Context: an optimization exercise on an open-source flow, tuned for small area, a short achievable clock period and few clock cycles per item. The choices shown serve that exercise and are no tape-out recipe.
Function was checked by simulation only, so behaviour that the tests miss may differ from the original.
Power is estimated from default activity; no workload was simulated.

==> design.v <==
package exec_pkg;
    localparam int unsigned WORD_W = 32;               
    typedef logic [WORD_W-1:0] word_t;
    typedef logic [4:0]        opcode_t;               
    typedef logic [4:0]        alu_op_t;               
    typedef logic [4:0]        shamt_t;                
    typedef logic [2:0]        exc_id_t;               
    typedef logic [2:0]        reg_addr_t;             
    localparam int unsigned OPC_MSB   = 31;
    localparam int unsigned OPC_LSB   = 27;
    localparam int unsigned ALU_MSB   = 6;
    localparam int unsigned ALU_LSB   = 2;
    localparam int unsigned SHAMT_MSB = 11;
    localparam int unsigned SHAMT_LSB = 7;
    localparam int unsigned IMM_MSB   = 16;            
    localparam opcode_t OPC_RTYPE = 5'd0;
    localparam opcode_t OPC_ADDI  = 5'd5;              
    localparam alu_op_t ALU_ADD = 5'd0;
    localparam alu_op_t ALU_SUB = 5'd1;
    localparam alu_op_t ALU_AND = 5'd2;
    localparam alu_op_t ALU_OR  = 5'd3;
    localparam alu_op_t ALU_SLL = 5'd4;
    localparam alu_op_t ALU_SRA = 5'd5;
    localparam alu_op_t ALU_MUL = 5'd6;
    localparam alu_op_t ALU_DIV = 5'd7;
    localparam exc_id_t EXC_ADD  = 3'd1;
    localparam exc_id_t EXC_ADDI = 3'd2;
    localparam exc_id_t EXC_SUB  = 3'd3;
    localparam exc_id_t EXC_MUL  = 3'd4;
    localparam exc_id_t EXC_DIV  = 3'd5;
    localparam reg_addr_t ADR_OP_A   = 3'd0;
    localparam reg_addr_t ADR_OP_B   = 3'd1;
    localparam reg_addr_t ADR_INSTR  = 3'd2;           
    localparam reg_addr_t ADR_RESULT = 3'd3;
    localparam reg_addr_t ADR_STATUS = 3'd4;
    localparam int unsigned ST_EXC        = 0;
    localparam int unsigned ST_NEQ        = 1;
    localparam int unsigned ST_LT         = 2;
    localparam int unsigned ST_EXC_ID_LSB = 3;         
    localparam int unsigned MULDIV_STEPS = 32;         
endpackage
`timescale 1ns/1ps
module wb_exec_regs (
    input  logic                clk,
    input  logic                rst_n,
    input  logic                cyc,
    input  logic                stb,
    input  logic                we,
    input  exec_pkg::reg_addr_t adr,
    input  exec_pkg::word_t     dat_w,
    output exec_pkg::word_t     dat_r,
    output logic                ack,
    output exec_pkg::word_t     op_a,
    output exec_pkg::word_t     op_b_eff,
    output exec_pkg::alu_op_t   alu_op,
    output exec_pkg::shamt_t    shamt,
    output logic                is_addi,
    output logic                is_muldiv,
    output logic                start,
    input  logic                result_valid,
    input  exec_pkg::word_t     result,
    input  exec_pkg::word_t     status
);
    localparam int unsigned W = exec_pkg::WORD_W;
    logic [W-1:0]       reg_a;                         
    logic [W-1:0]       reg_b;
    logic [W-1:0]       reg_instr;
    logic [W-1:0]       imm_ext;
    exec_pkg::opcode_t  opcode;
    exec_pkg::alu_op_t  alu_code;
    logic               access;
    logic               rd_result;
    logic               wr_instr;
    logic               hold;
    logic               take;
    logic               launch;
    assign access    = cyc & stb & ~ack;               
    assign rd_result = ~we & ((adr == exec_pkg::ADR_RESULT) | (adr == exec_pkg::ADR_STATUS));
    assign wr_instr  = we & (adr == exec_pkg::ADR_INSTR);
    assign hold      = ~result_valid & (rd_result | wr_instr);     
    assign take      = access & ~hold;
    assign launch    = take & wr_instr;
    assign opcode   = dat_w[exec_pkg::OPC_MSB:exec_pkg::OPC_LSB];
    assign alu_code = dat_w[exec_pkg::ALU_MSB:exec_pkg::ALU_LSB];
    assign imm_ext  = {{(W-exec_pkg::IMM_MSB-1){dat_w[exec_pkg::IMM_MSB]}}, dat_w[exec_pkg::IMM_MSB:0]};
    always_ff @(posedge clk) begin
        if (!rst_n) begin
            ack   <= 1'b0;
            start <= 1'b0;
        end else begin
            ack   <= take;                             
            start <= launch;                           
        end
    end
    always_ff @(posedge clk) begin
        if (take && we) begin
            case (adr)
                exec_pkg::ADR_OP_A:  reg_a     <= dat_w;
                exec_pkg::ADR_OP_B:  reg_b     <= dat_w;
                exec_pkg::ADR_INSTR: reg_instr <= dat_w;
                default:             ;
            endcase
        end
    end
    always_ff @(posedge clk) begin
        if (take && !we) begin
            case (adr)
                exec_pkg::ADR_OP_A:   dat_r <= reg_a;
                exec_pkg::ADR_OP_B:   dat_r <= reg_b;
                exec_pkg::ADR_INSTR:  dat_r <= reg_instr;
                exec_pkg::ADR_RESULT: dat_r <= result;
                exec_pkg::ADR_STATUS: dat_r <= status;
                default:              dat_r <= '0;     
            endcase
        end
    end
    always_ff @(posedge clk) begin
        if (launch) begin
            op_a      <= reg_a;
            op_b_eff  <= (opcode == exec_pkg::OPC_ADDI) ? imm_ext : reg_b;
            alu_op    <= alu_code;
            shamt     <= dat_w[exec_pkg::SHAMT_MSB:exec_pkg::SHAMT_LSB];
            is_addi   <= (opcode == exec_pkg::OPC_ADDI);
            is_muldiv <= (opcode != exec_pkg::OPC_ADDI) &
                         ((alu_code == exec_pkg::ALU_MUL) | (alu_code == exec_pkg::ALU_DIV));
        end
    end
endmodule
`timescale 1ns/1ps
module alu (
    input  exec_pkg::word_t   op_a,
    input  exec_pkg::word_t   op_b_eff,
    input  exec_pkg::alu_op_t alu_op,
    input  exec_pkg::shamt_t  shamt,
    input  logic              is_addi,
    output exec_pkg::word_t   alu_result,
    output logic              neq,
    output logic              lt
);
    exec_pkg::word_t sum;
    exec_pkg::word_t diff;
    exec_pkg::word_t sll_res;
    exec_pkg::word_t sra_res;
    assign sum     = op_a + op_b_eff;
    assign diff    = op_a - op_b_eff;
    assign sll_res = op_a << shamt;                    
    assign sra_res = $signed(op_a) >>> shamt;
    always_comb begin
        if (is_addi) begin
            alu_result = sum;                          
        end else begin
            case (alu_op)
                exec_pkg::ALU_ADD: alu_result = sum;
                exec_pkg::ALU_SUB: alu_result = diff;
                exec_pkg::ALU_AND: alu_result = op_a & op_b_eff;
                exec_pkg::ALU_OR:  alu_result = op_a | op_b_eff;
                exec_pkg::ALU_SLL: alu_result = sll_res;
                exec_pkg::ALU_SRA: alu_result = sra_res;
                default:           alu_result = '0;    
            endcase
        end
    end
    assign neq = (op_a != op_b_eff);
    assign lt  = ($signed(op_a) < $signed(op_b_eff));
endmodule
`timescale 1ns/1ps
module multdiv (
    input  logic              clk,
    input  logic              rst_n,
    input  exec_pkg::word_t   op_a,
    input  exec_pkg::word_t   op_b_eff,
    input  exec_pkg::alu_op_t alu_op,
    input  logic              is_muldiv,
    input  logic              start,
    output exec_pkg::word_t   md_result,
    output logic              md_done,
    output logic              md_exc
);
    localparam int unsigned W     = exec_pkg::WORD_W;
    localparam int unsigned STEPS = exec_pkg::MULDIV_STEPS;
    localparam int unsigned CNT_W = $clog2(STEPS);
    logic               busy;
    logic               fin;                           
    logic               is_div;
    logic               res_neg;                       
    logic               div_zero;
    logic [CNT_W-1:0]   cnt;
    logic [W-1:0]       mcand;                         
    logic [2*W-1:0]     p;                             
    logic [2*W-1:0]     prod_s;
    logic [W:0]         add_sum;
    logic [W:0]         rem_sh;
    logic [W:0]         trial;
    logic [W-1:0]       quo_s;
    logic [W-1:0]       mag_a;
    logic [W-1:0]       mag_b;
    logic               go;
    assign mag_a = op_a[W-1] ? -op_a : op_a;
    assign mag_b = op_b_eff[W-1] ? -op_b_eff : op_b_eff;
    assign go = start & is_muldiv;
    assign add_sum = {1'b0, p[2*W-1:W]} + (p[0] ? {1'b0, mcand} : {(W+1){1'b0}});
    assign rem_sh  = {p[2*W-1:W], p[W-1]};
    assign trial   = rem_sh - {1'b0, mcand};
    always_ff @(posedge clk) begin
        if (!rst_n) begin
            busy <= 1'b0;
            fin  <= 1'b0;
            cnt  <= '0;
        end else begin
            fin <= 1'b0;
            if (go) begin
                busy <= 1'b1;
                cnt  <= '0;
            end else if (busy) begin
                cnt <= cnt + 1'b1;
                if (cnt == CNT_W'(STEPS - 1)) begin
                    busy <= 1'b0;
                    fin  <= 1'b1;
                end
            end
        end
    end
    always_ff @(posedge clk) begin
        if (go) begin
            is_div   <= (alu_op == exec_pkg::ALU_DIV);
            res_neg  <= op_a[W-1] ^ op_b_eff[W-1];
            div_zero <= (op_b_eff == '0);              
            mcand    <= mag_b;
            p        <= {{W{1'b0}}, mag_a};
        end else if (busy) begin
            if (is_div) begin
                if (trial[W])
                    p <= {rem_sh[W-1:0], p[W-2:0], 1'b0};    
                else
                    p <= {trial[W-1:0], p[W-2:0], 1'b1};
            end else begin
                p <= {add_sum, p[W-1:1]};
            end
        end
    end
    assign prod_s = res_neg ? -p : p;
    assign quo_s  = res_neg ? -p[W-1:0] : p[W-1:0];    
    assign md_result = is_div ? quo_s : prod_s[W-1:0];
    assign md_exc    = is_div ? div_zero
                              : (prod_s[2*W-1:W] != {W{prod_s[W-1]}});
    assign md_done   = fin;
endmodule
`timescale 1ns/1ps
module result_merge (
    input  logic              clk,
    input  logic              rst_n,
    input  exec_pkg::word_t   op_a,
    input  exec_pkg::word_t   op_b_eff,
    input  exec_pkg::alu_op_t alu_op,
    input  logic              is_addi,
    input  logic              is_muldiv,
    input  logic              start,
    input  exec_pkg::word_t   alu_result,
    input  logic              neq,
    input  logic              lt,
    input  exec_pkg::word_t   md_result,
    input  logic              md_done,
    input  logic              md_exc,
    output logic              result_valid,
    output exec_pkg::word_t   result,
    output exec_pkg::word_t   status
);
    localparam int unsigned W = exec_pkg::WORD_W;
    logic               is_add;
    logic               is_sub;
    logic               add_ovf;
    logic               sub_ovf;
    logic               alu_exc;
    exec_pkg::exc_id_t  alu_id;
    exec_pkg::exc_id_t  md_id;
    logic [W-1:0]       st_alu;
    logic [W-1:0]       st_md;
    logic [W-1:0]       st_start;
    assign is_add  = is_addi | (alu_op == exec_pkg::ALU_ADD);
    assign is_sub  = ~is_addi & (alu_op == exec_pkg::ALU_SUB);
    assign add_ovf = (op_a[W-1] == op_b_eff[W-1]) &
                     (alu_result[W-1] != op_a[W-1]);
    assign sub_ovf = (op_a[W-1] != op_b_eff[W-1]) &
                     (alu_result[W-1] != op_a[W-1]);
    assign alu_exc = (is_add & add_ovf) | (is_sub & sub_ovf);
    assign alu_id  = is_addi ? exec_pkg::EXC_ADDI : (is_sub ? exec_pkg::EXC_SUB : exec_pkg::EXC_ADD);
    assign md_id   = (alu_op == exec_pkg::ALU_DIV) ? exec_pkg::EXC_DIV : exec_pkg::EXC_MUL;    
    always_comb begin
        st_alu = '0;
        st_alu[exec_pkg::ST_EXC] = alu_exc;
        st_alu[exec_pkg::ST_NEQ] = neq;
        st_alu[exec_pkg::ST_LT]  = lt;
        st_alu[exec_pkg::ST_EXC_ID_LSB +: 3] = alu_exc ? alu_id : 3'd0;
        st_start = '0;
        st_start[exec_pkg::ST_NEQ] = neq;
        st_start[exec_pkg::ST_LT]  = lt;
        st_md = '0;
        st_md[exec_pkg::ST_EXC] = md_exc;
        st_md[exec_pkg::ST_NEQ] = status[exec_pkg::ST_NEQ];
        st_md[exec_pkg::ST_LT]  = status[exec_pkg::ST_LT];
        st_md[exec_pkg::ST_EXC_ID_LSB +: 3] = md_exc ? md_id : 3'd0;
    end
    always_ff @(posedge clk) begin
        if (!rst_n) begin
            result_valid <= 1'b1;                      
            result       <= '0;
            status       <= '0;
        end else if (start) begin
            if (is_muldiv) begin
                result_valid <= 1'b0;                  
                status       <= st_start;
            end else begin
                result_valid <= 1'b1;
                result       <= alu_exc ? {{(W-3){1'b0}}, alu_id} : alu_result;
                status       <= st_alu;
            end
        end else if (md_done) begin
            result_valid <= 1'b1;
            result       <= md_exc ? {{(W-3){1'b0}}, md_id} : md_result;
            status       <= st_md;
        end
    end
endmodule
`timescale 1ns/1ps
module exec_unit (
    input  logic                clk,
    input  logic                rst_n,
    input  logic                cyc,
    input  logic                stb,
    input  logic                we,
    input  exec_pkg::reg_addr_t adr,
    input  exec_pkg::word_t     dat_w,
    output exec_pkg::word_t     dat_r,
    output logic                ack
);
    exec_pkg::word_t   alu_result;
    exec_pkg::word_t   md_result;
    exec_pkg::word_t   result;
    exec_pkg::word_t   status;
    logic              neq;
    logic              lt;
    logic              md_done;
    logic              md_exc;
    logic              result_valid;                   
    exec_pkg::word_t   op_a;
    exec_pkg::word_t   op_b_eff;
    exec_pkg::alu_op_t alu_op;
    exec_pkg::shamt_t  shamt;
    logic              is_addi;
    logic              is_muldiv;
    logic              start;
    wb_exec_regs u_regs (
        .clk(clk), .rst_n(rst_n),
        .cyc(cyc), .stb(stb), .we(we), .adr(adr), .dat_w(dat_w),
        .dat_r(dat_r), .ack(ack),
        .op_a(op_a), .op_b_eff(op_b_eff), .alu_op(alu_op), .shamt(shamt),
        .is_addi(is_addi), .is_muldiv(is_muldiv), .start(start),
        .result_valid(result_valid), .result(result), .status(status)
    );
    alu u_alu (
        .op_a(op_a), .op_b_eff(op_b_eff), .alu_op(alu_op), .shamt(shamt),
        .is_addi(is_addi),
        .alu_result(alu_result), .neq(neq), .lt(lt)
    );
    multdiv u_multdiv (
        .clk(clk), .rst_n(rst_n),
        .op_a(op_a), .op_b_eff(op_b_eff), .alu_op(alu_op),
        .is_muldiv(is_muldiv), .start(start),
        .md_result(md_result), .md_done(md_done), .md_exc(md_exc)
    );
    result_merge u_merge (
        .clk(clk), .rst_n(rst_n),
        .op_a(op_a), .op_b_eff(op_b_eff), .alu_op(alu_op),
        .is_addi(is_addi), .is_muldiv(is_muldiv), .start(start),
        .alu_result(alu_result), .neq(neq), .lt(lt),
        .md_result(md_result), .md_done(md_done), .md_exc(md_exc),
        .result_valid(result_valid), .result(result), .status(status)
    );
endmodule
==> run.sh <==
#!/bin/bash
# synth_recipe.tcl (not shown) runs the flow's synth.tcl, then flattens the netlist and writes it again
# the make line also repeats each setting of config.mk as NAME=value (left out here)
make -C /OpenROAD-flow-scripts/flow DESIGN_CONFIG=/design/flow/config.mk WORK_HOME=/design/flow/orfs CLKGATE_MAP_FILE= SYNTH_SCRIPT=/design/flow/synth_recipe.tcl finish
==> config.mk <==
export PLATFORM = sky130hd
export DESIGN_NAME = exec_unit
export DESIGN_NICKNAME = exec_unit
export VERILOG_FILES = /design/flow/design.v
export SDC_FILE = /design/flow/constraint.sdc
export NUM_CORES = 4
export LEC_CHECK = 0
export CAP_MARGIN = 20
export CORE_MARGIN = 2
export CORE_UTILIZATION = 40
export SLEW_MARGIN = 20
==> constraint.sdc <==
create_clock -name core_clock -period 7.0 [get_ports {clk}]
set_input_delay 1.4000 -clock core_clock [delete_from_list [all_inputs] [get_ports {clk}]]
set_output_delay 1.4000 -clock core_clock [all_outputs]
set_load 0.01 [all_outputs]
==> notes.md <==
==> logic make-up after synthesis <==
logic type / count (synthesis)
compound gates: 989
flops: 351
mux: 166
buf+inv: 392
fa+ha+maj: 169
simple gates: 984
xor+xnor: 214
==> state kept, by name, indices dropped and copies added (netlist names) <==
name and flops:
u_multdiv.busy 1, u_multdiv.fin 1, u_regs.ack 1, u_regs.is_addi 1
u_multdiv.div_zero 1, u_merge.result 32, u_regs.dat_r 32, u_multdiv.mcand 32
u_multdiv.cnt 5, u_multdiv.p 64, u_regs.op_b_eff 32, u_regs.reg_instr 32
u_regs.is_muldiv 1, u_regs.shamt 5, u_multdiv.is_div 1, u_regs.alu_op 5
u_regs.op_a 32, u_regs.reg_a 32, u_multdiv.res_neg 1, u_regs.reg_b 32
u_regs.start 1, u_merge.status 6, u_merge.result_valid 1
==> power groups by stage <==
stage               sequential [mW]  clock (mW)  combinational, mW
floorplan                      2.45           0               1.05
global placement               2.53           0               1.39
finish                         2.49        2.33               1.42
detailed placement             2.53           0               1.39
CTS                            2.48        2.37               1.40
global route                   2.50        2.45               1.56
==> how the worst max path moves through the flow <==
stage,start,endpoint
finish,u_multdiv.p[10],u_merge.result[30]
global route,u_multdiv.p[10],u_merge.result[30]
CTS,u_multdiv.p[10],u_merge.result[30]
detailed placement,u_multdiv.p[10],u_merge.result[30]
global placement,u_multdiv.p[8],u_merge.result[30]
floorplan,adr[1],u_regs.alu_op[0]
==> layout make-up <==
cell class                 instances  share of cell area, %
clock inverter                    29                   1.10
inverter                         171                   2.02
tap                              950                   3.74
timing repair buffer             128                   3.59
clock buffer                      48                   3.44
antenna                            1                0.00786
multi-input combinational       2522                   55.5
sequential                       351                   30.6
==> per-stage QoR <==
stage	setup slack, ns	power, mW	util, %	hold slack, ns
after floorplan	0.779	3.50	-	0.427
after global placement	1.52	3.92	42.6	0.431
after detailed placement	1.43	3.92	42.6	0.435
after CTS	1.40	6.26	44.6	0.448
after global routing	0.966	6.51	44.6	0.458
final	1.39	6.24	44.6	0.445
==> worst register-to-register path, cell delays in order, from the launching register on <==
cell and delay (ns):
edfxtp_1 0.47, nor4_1 0.85, nand4_1 0.65, or3_1 0.82, o41ai_1 0.50, xor2_1 0.16, a221o_1 0.34, nor4_1 0.28
nand4_1 0.20, o31a_2 0.65, or3_1 0.45, a31oi_1 0.17
==> layer usage <==
metal | routed length (microns) | global-route usage [%] | vias up
li1 | - | - | 12100
met1 | 47200 | 40.1 | 12900
met2 | 51300 | 47.6 | 1334
met3 | 9660 | 5.25 | 263
met4 | 6190 | 14.0 | 0
met5 | 0 | 0 | -
==> cell usage in the layout (no fill, tap or decap), types with 13 or more instances in the layout <==
master	instances
o22ai_1	18
xnor2_1	143
mux2_2	20
or3_1	45
nand4_1	38
or2_2	18
xor2_1	70
a221oi_1	24
edfxtp_1	271
nand2b_1	41
nor3_1	65
o21bai_1	15
o211ai_1	32
or4_1	14
dfxtp_1	80
inv_1	164
o221a_2	22
nor4_1	27
mux2i_1	93
a211oi_1	31
o221ai_1	23
nor2_1	285
o21ai_0	267
nand2_1	303
a21oi_1	192
nor2b_1	24
mux4_2	53
buf_4	56
nand3_1	49
clkdlybuf4s50_1	72
a22oi_1	69
a21o_1	55
and3_1	20
a31oi_1	24
a211o_1	13
o31ai_1	48
clkbuf_16	42
ha_1	165
o21a_1	24
o41ai_1	29
==> results.json <==
{
  "multi_input_area_sq_um": 17700,
  "viasPerCell": 6.32,
  "fin_crit_sh_pct": 80.1,
  "seq_power_share_pct": 39.9,
  "synthXorXnorAreaFrac_pct": 6.51,
  "place_area_sq_um": 30400,
  "synth_top_cell_by_area": "edfxtp_1",
  "drive_gt1_share_pct": 8.31,
  "synth_top_family_by_area": "compound AO/OA/AOI/OAI gates",
  "synth_nets": 3474,
  "finClkSkew_ns": 0.0323,
  "synth_area_per_cell_sq_um": 8.82,
  "worst-path-stages": 11,
  "worst_path_largest_cell_delay_ns": 0.85,
  "hold_depth": 0,
  "clk_latency_ns": 0.62,
  "final_antenna_net_count": 0,
  "clock_sinks": 351,
  "wl_per_cell_microns": 27.2,
  "yosys-top-cells-area": "edfxtp_1, ha_1, dfxtp_1, o21ai_0, xnor2_1",
  "dieHeight_microns": 272,
  "ys.flop_type": "edfxtp_1",
  "htreeDepth": 2,
  "path_cells": "nor4_1, nand4_1, or3_1, o41ai_1, xor2_1, a221o_1, nor4_1, nand4_1, o31a_2, or3_1, a31oi_1",
  "yosysUniqueCellTypes": 78,
  "hp-start": "u_regs.reg_a[15]",
  "synthMuxAreaShare_pct": 8.16,
  "placed_cells": 4122,
  "peakVddDrop_mv": 0.188,
  "maxSlewViolCount": 0,
  "design.core.area_sq_um": 71400,
  "io-pin-count": 73,
  "cts_tree": "built",
  "clock_power_share_pct": 37.4,
  "synth_common_cells": "nand2_1, nor2_1, edfxtp_1",
  "rr_worst_depth": 11,
  "p_leak_nw": 12.0,
  "gr-total-overflow": 0,
  "worstSetupPathType": "reg2reg",
  "hpwl_mm": 87.1,
  "die_w_microns": 272,
  "drt_pre_antenna_iters": 5,
  "async_reset_ff_share_pct": 0,
  "fillers": 7089,
  "drt_iter0_drc": 2705,
  "rr_startpoint": "u_multdiv.p[10]",
  "cts_root_buf": "clkbuf_16",
  "die-area_sq_um": 74100,
  "seqCellArea_sq_um": 9740,
  "post_cts_buffers": 0,
  "drc": 0,
  "power.internal_mw": 4.28,
  "yosys_warnings": 4,
  "critPathBufInv": 0,
  "final_cells": 4200,
  "setup_tns_ns": 0,
  "gp_congestion": 1.04,
  "yosysMostFrequentCell": "nand2_1",
  "endpoint_kind": "flop",
  "p_comb_share_pct": 22.7,
  "portBuffers": 72,
  "max_freq_ghz": 0.178,
  "design_area_sq_um": 31800,
  "power.density_nw_per_um2": 196,
  "grt_use_total_pct": 30.1,
  "synthSimpleGateAreaFrac_pct": 16.1,
  "rsz0062_at_grt": "no",
  "cap_violations": 0,
  "synth_compound_gate_area_share_pct": 22.9,
  "required_ns": 7.54,
  "path_max_fanout": 30,
  "crit_path_start_kind": "flop",
  "grt_pass1_vias": 24800,
  "cts_resized": 0,
  "crit_path_top_delay_cell": "nor4_1",
  "final-setup-viol-count": 0,
  "final_nets": 3425,
  "swShare_pct": 31.4,
  "synthCells": 3265,
  "path_clk_slew_ns": 0.06,
  "routed_wl_mm": 114,
  "worst-r2r-setup-slack_ns": 1.39,
  "grt_first_pass_wirelength_mm": 168,
  "row_count": 98,
  "synth_edf_count": 271,
  "netlist_area_sq_um": 28800,
  "cp.arrival_ns": 6.15,
  "cp_top_family": "simple AND/OR/NAND/NOR gates",
  "initial_utilization_pct": 40.3,
  "area_growth_pct": 10.5,
  "synth_top_area_share_pct": 28.3,
  "worst_slew_pin_slew_ns": 1.08,
  "hold_path.class": "reg2reg",
  "p_switching_mw": 1.96,
  "finalHoldViolations": 0,
  "synth-seq-cells": 351,
  "cts_buffers": 42,
  "min_period_ns": 5.61,
  "grt_max_degree": 86,
  "clockBufferDepth": 3,
  "r2r_end": "u_merge.result[30]",
  "holdPathEnd": "u_regs.op_a[15]",
  "outcome": "timing/DRC/antenna clean",
  "antenna_found_initial": 0,
  "relSlewSlack_pct": 27.9,
  "synth_fa_ha_area_share_pct": 7.45,
  "cts_hold_buffers": 0,
  "yosysSeqAreaShare_pct": 33.8,
  "via_count": 26500
}
Testbench counts, summed over its fixed seeds: cycles 61,500, ops 2,400.

-- separate check: timing with driven ports --
Ports are ideal in the flow. The routed layout listed here was re-timed in OpenROAD. Step 1 sets driving cells, clkbuf_16 on the clock port and buf_2 on the other inputs (assumed; they add their load-dependent delay and slew). Step 2 moves the port delays by t, midway between the first and last clock arrival at a register: inputs arrive t later, outputs are due t later. That takes back most of the time a late clock gives input paths. Three values: no drivers, after step 1, after step 2; two values: the first two.
t, ns: 0.673
slack for setup (ns): 1.392 / 1.392 / 1.392
cell pins on the clock port's net: 1
After both steps setup and hold are still met in this run. The setup slack of this run moves by 0.000 ns with the drivers and by 0.000 ns with both steps.
